Background: an optimization exercise with open tools, aiming at a short achievable clock period. Do not read the settings as production practice. Only simulation tests tie the RTL to the original design; equivalence was not proved.

v6:
==> module eth_crc32, before the edit <==
module eth_crc32 (
    input  logic        clk,
    input  logic        rst_n,
    input  logic        crc_init,    
    input  logic        crc_hdr,     
    input  logic        crc_pay,     
    input  logic        crc_shift,   
    input  logic [7:0]  hdr_byte,
    input  logic [7:0]  pay_byte,
    output logic [31:0] crc_value,
    output logic [31:0] crc_next     
);
    localparam logic [31:0] CRC_POLY = 32'hedb8_8320;   
    function automatic logic [31:0] crc_tab(input logic [7:0] data);
        logic [31:0] c;
        c = {24'd0, data};
        for (int i = 0; i < 8; i++) begin
            if (c[0])
                c = (c >> 1) ^ CRC_POLY;
            else
                c = c >> 1;
        end
        crc_tab = c;
    endfunction
    logic [31:0] base;    
    logic [7:0]  pay_m;   
    assign base = {8'd0, crc_value[31:8]} ^ crc_tab(crc_value[7:0] ^ hdr_byte);
    assign pay_m = {8{crc_pay}} & pay_byte;
    always_comb begin
        if (crc_pay)
            crc_next = base ^ crc_tab(pay_m);
        else if (crc_init)
            crc_next = '1;
        else if (crc_hdr)
            crc_next = base;
        else if (crc_shift)
            crc_next = {8'd0, crc_value[31:8]};
        else
            crc_next = crc_value;
    end
    always_ff @(posedge clk or negedge rst_n) begin
        if (!rst_n)
            crc_value <= '1;
        else
            crc_value <= crc_next;
    end
endmodule
==> module gmii_frame_sequencer, before the edit <==
module gmii_frame_sequencer (
    input  logic             clk,
    input  logic             rst_n,
    input  logic [50*8-1:0]  hdr_img,
    input  logic             hdr_valid,
    input  logic [15:0]      ip_csum,
    input  logic [15:0]      icmp_csum,
    input  logic             len_nz,
    input  logic [15:0]      len_m1,
    input  logic [7:0]       payload_data,
    input  logic [31:0]      crc_value,
    input  logic [31:0]      crc_next,
    output logic             payload_rd,
    output logic             gmii_tx_en,
    output logic [7:0]       gmii_txd,
    output logic             crc_init,
    output logic             crc_hdr,
    output logic             crc_pay,
    output logic             crc_shift,
    output logic [7:0]       hdr_byte,
    output logic             frame_end,
    output logic             tx_done
);
    logic [49*8-1:0] sr;         
    logic [7:0]      byte_q;     
    logic [6:0]      pos;        
    logic            en_q;       
    logic            hc_q;       
    logic            data_q;     
    logic            ge67_q;     
    logic            rd_q;       
    logic [15:0]     rd_left;    
    logic            pay_q;      
    logic            pay_c;      
    logic            fcs_q;      
    logic [3:0]      fcs_cnt;    
    logic            done_q;
    logic            last_data;
    logic            fcs_next;
    assign last_data = data_q & ge67_q & ~rd_q;
    assign fcs_next  = last_data | fcs_cnt[0] | fcs_cnt[1] | fcs_cnt[2];
    always_ff @(posedge clk) begin
        if (hdr_valid) begin
            sr <= hdr_img[49*8-1:0];
        end else begin
            sr <= {sr[48*8-1:0], 8'h00};
            if (en_q && pos == 7'd7) begin
                sr[(48-24)*8 +: 16] <= ip_csum;
                sr[(48-36)*8 +: 16] <= icmp_csum;
            end
        end
    end
    always_ff @(posedge clk or negedge rst_n) begin
        if (!rst_n) begin
            byte_q  <= '0;
            pos     <= '0;
            en_q    <= 1'b0;
            hc_q    <= 1'b0;
            data_q  <= 1'b0;
            ge67_q  <= 1'b0;
            rd_q    <= 1'b0;
            rd_left <= '0;
            pay_q   <= 1'b0;
            pay_c   <= 1'b0;
            fcs_q   <= 1'b0;
            fcs_cnt <= '0;
            done_q  <= 1'b0;
        end else begin
            pay_q   <= rd_q;
            pay_c   <= rd_q & en_q;   
            fcs_q   <= fcs_next;
            fcs_cnt <= {fcs_cnt[2:0], last_data};
            done_q  <= fcs_cnt[3];
            byte_q  <= ({8{hdr_valid}} & hdr_img[50*8-1 -: 8])
                     | ({8{en_q}} & sr[49*8-1 -: 8])
                     | ({8{fcs_next}} & ~crc_next[7:0]);
            if (hdr_valid) begin
                pos    <= '0;
                en_q   <= 1'b1;
                hc_q   <= 1'b0;
                data_q <= 1'b0;
                ge67_q <= 1'b0;
            end else begin
                if (en_q && pos != 7'd127)
                    pos <= pos + 7'd1;
                if (fcs_cnt[3])
                    en_q <= 1'b0;
                if (en_q && pos == 7'd7)
                    hc_q <= 1'b1;
                else if (pos == 7'd49)
                    hc_q <= 1'b0;
                if (hc_q && pos == 7'd49)
                    data_q <= 1'b1;
                else if (last_data)
                    data_q <= 1'b0;
                if (en_q && pos == 7'd66)
                    ge67_q <= 1'b1;
            end
            if (en_q && pos == 7'd48 && len_nz) begin
                rd_q    <= 1'b1;
                rd_left <= len_m1;
            end else if (rd_q) begin
                if (rd_left == '0)
                    rd_q <= 1'b0;
                else
                    rd_left <= rd_left - 16'd1;
            end
        end
    end
    assign hdr_byte   = byte_q;
    assign gmii_tx_en = en_q;
    assign payload_rd = rd_q;
    assign gmii_txd   = ({8{pay_q}} & payload_data) | byte_q;
    assign crc_init   = hdr_valid;
    assign crc_hdr    = hc_q | data_q;
    assign crc_pay    = pay_c;
    assign crc_shift  = fcs_q;
    assign frame_end  = fcs_cnt[3];
    assign tx_done    = done_q;
endmodule
make LEC_CHECK=0 ABC_CLOCK_PERIOD_IN_PS=2300 CAP_MARGIN=20 CORE_MARGIN=2 CORE_UTILIZATION=40 PLACE_DENSITY=0.6 SETUP_SLACK_MARGIN=2.9 SLEW_MARGIN=20 finish   # period 5.2 ns
run.sh (not shown) runs the stock make flow with config.mk's settings and CLKGATE_MAP_FILE= SYNTH_SCRIPT=/design/flow/synth_recipe.tcl, a recipe that flattens the netlist after the stock synthesis.
Relative to v6, the following input files were edited for v7:
-- flow/design.v --
<<< v6, line 59
    endfunction
    logic [31:0] base;    
    logic [7:0]  pay_m;   
    assign base = {8'd0, crc_value[31:8]} ^ crc_tab(crc_value[7:0] ^ hdr_byte);
    assign pay_m = {8{crc_pay}} & pay_byte;
    always_comb begin
        if (crc_pay)
            crc_next = base ^ crc_tab(pay_m);
        else if (crc_init)
            crc_next = '1;
>>> v7, line 59
    endfunction
    logic [31:0] base;    
    assign base = {8'd0, crc_value[31:8]} ^ crc_tab(crc_value[7:0] ^ hdr_byte);
    always_comb begin
        if (crc_pay)
            crc_next = base ^ crc_tab(pay_byte);
        else if (crc_init)
            crc_next = '1;
<<< v6, line 201
    logic [15:0]     rd_left;    
    logic            pay_q;      
    logic            pay_c;      
    logic            fcs_q;      
    logic [3:0]      fcs_cnt;    
>>> v7, line 199
    logic [15:0]     rd_left;    
    logic            pay_q;      
    logic            fcs_q;      
    logic [3:0]      fcs_cnt;    
<<< v6, line 231
            rd_left <= '0;
            pay_q   <= 1'b0;
            pay_c   <= 1'b0;
            fcs_q   <= 1'b0;
            fcs_cnt <= '0;
>>> v7, line 228
            rd_left <= '0;
            pay_q   <= 1'b0;
            fcs_q   <= 1'b0;
            fcs_cnt <= '0;
<<< v6, line 237
        end else begin
            pay_q   <= rd_q;
            pay_c   <= rd_q & en_q;   
            fcs_q   <= fcs_next;
            fcs_cnt <= {fcs_cnt[2:0], last_data};
>>> v7, line 233
        end else begin
            pay_q   <= rd_q;
            fcs_q   <= fcs_next;
            fcs_cnt <= {fcs_cnt[2:0], last_data};
<<< v6, line 283
    assign crc_init   = hdr_valid;
    assign crc_hdr    = hc_q | data_q;
    assign crc_pay    = pay_c;
    assign crc_shift  = fcs_q;
    assign frame_end  = fcs_cnt[3];
>>> v7, line 278
    assign crc_init   = hdr_valid;
    assign crc_hdr    = hc_q | data_q;
    assign crc_pay    = pay_q;
    assign crc_shift  = fcs_q;
    assign frame_end  = fcs_cnt[3];
## What came out
- Relative to v6, the synthesized cell count measured on v7 has increased slightly.
- The flip-flop and latch count was comparable across v6 and v7.
- Between v6 and v7, the fraction of synthesis flops using an asynchronous set or reset pin figures differ only marginally.
- The total half-perimeter wirelength after legalization and detailed placement in v7 sits 2.7% above the value recorded for v6.
- Sort v6 and v7 by antenna diode count asc -> top: v7
- v7 vs v6, fraction of final layout cells with drive strength greater than 1 went up by 0.28 points.
- Cell count after placement was higher in v7 than in v6.

[re-timing with driven ports]
In the flow no input, the clock included, has a driving cell. The finished layouts below were timed again as built, in two steps. Step 1: set_driving_cell puts a clkbuf_16 on clk and a buf_2 on each other input, an assumption about the parent block. Step 2, shift: input delay + t, output delay - t, t = (earliest + latest rising clock arrival at the registers) / 2. This alone moves slack from input paths to output paths. Three values: ideal, step 1, step 2; two values: the first two.
run | shift t [ns] | slack for setup (ns) | hold slack, ns | latest minus earliest clock arrival (ns) | worst data-port slew with drivers (ns)
v6 | 0.678 | 2.604 / 2.569 / 2.341 | 0.325 / 0.325 / 0.325 | 0.030 / 0.030 | 0.07
v7 | 0.691 | 2.463 / 2.400 / 2.336 | 0.329 / 0.329 / 0.329 | 0.023 / 0.023 | 0.07
After both steps setup and hold are still met in every run listed. For v6, which loses most, drivers alone change the setup slack by -0.035 ns; drivers and shift together by -0.263 ns.
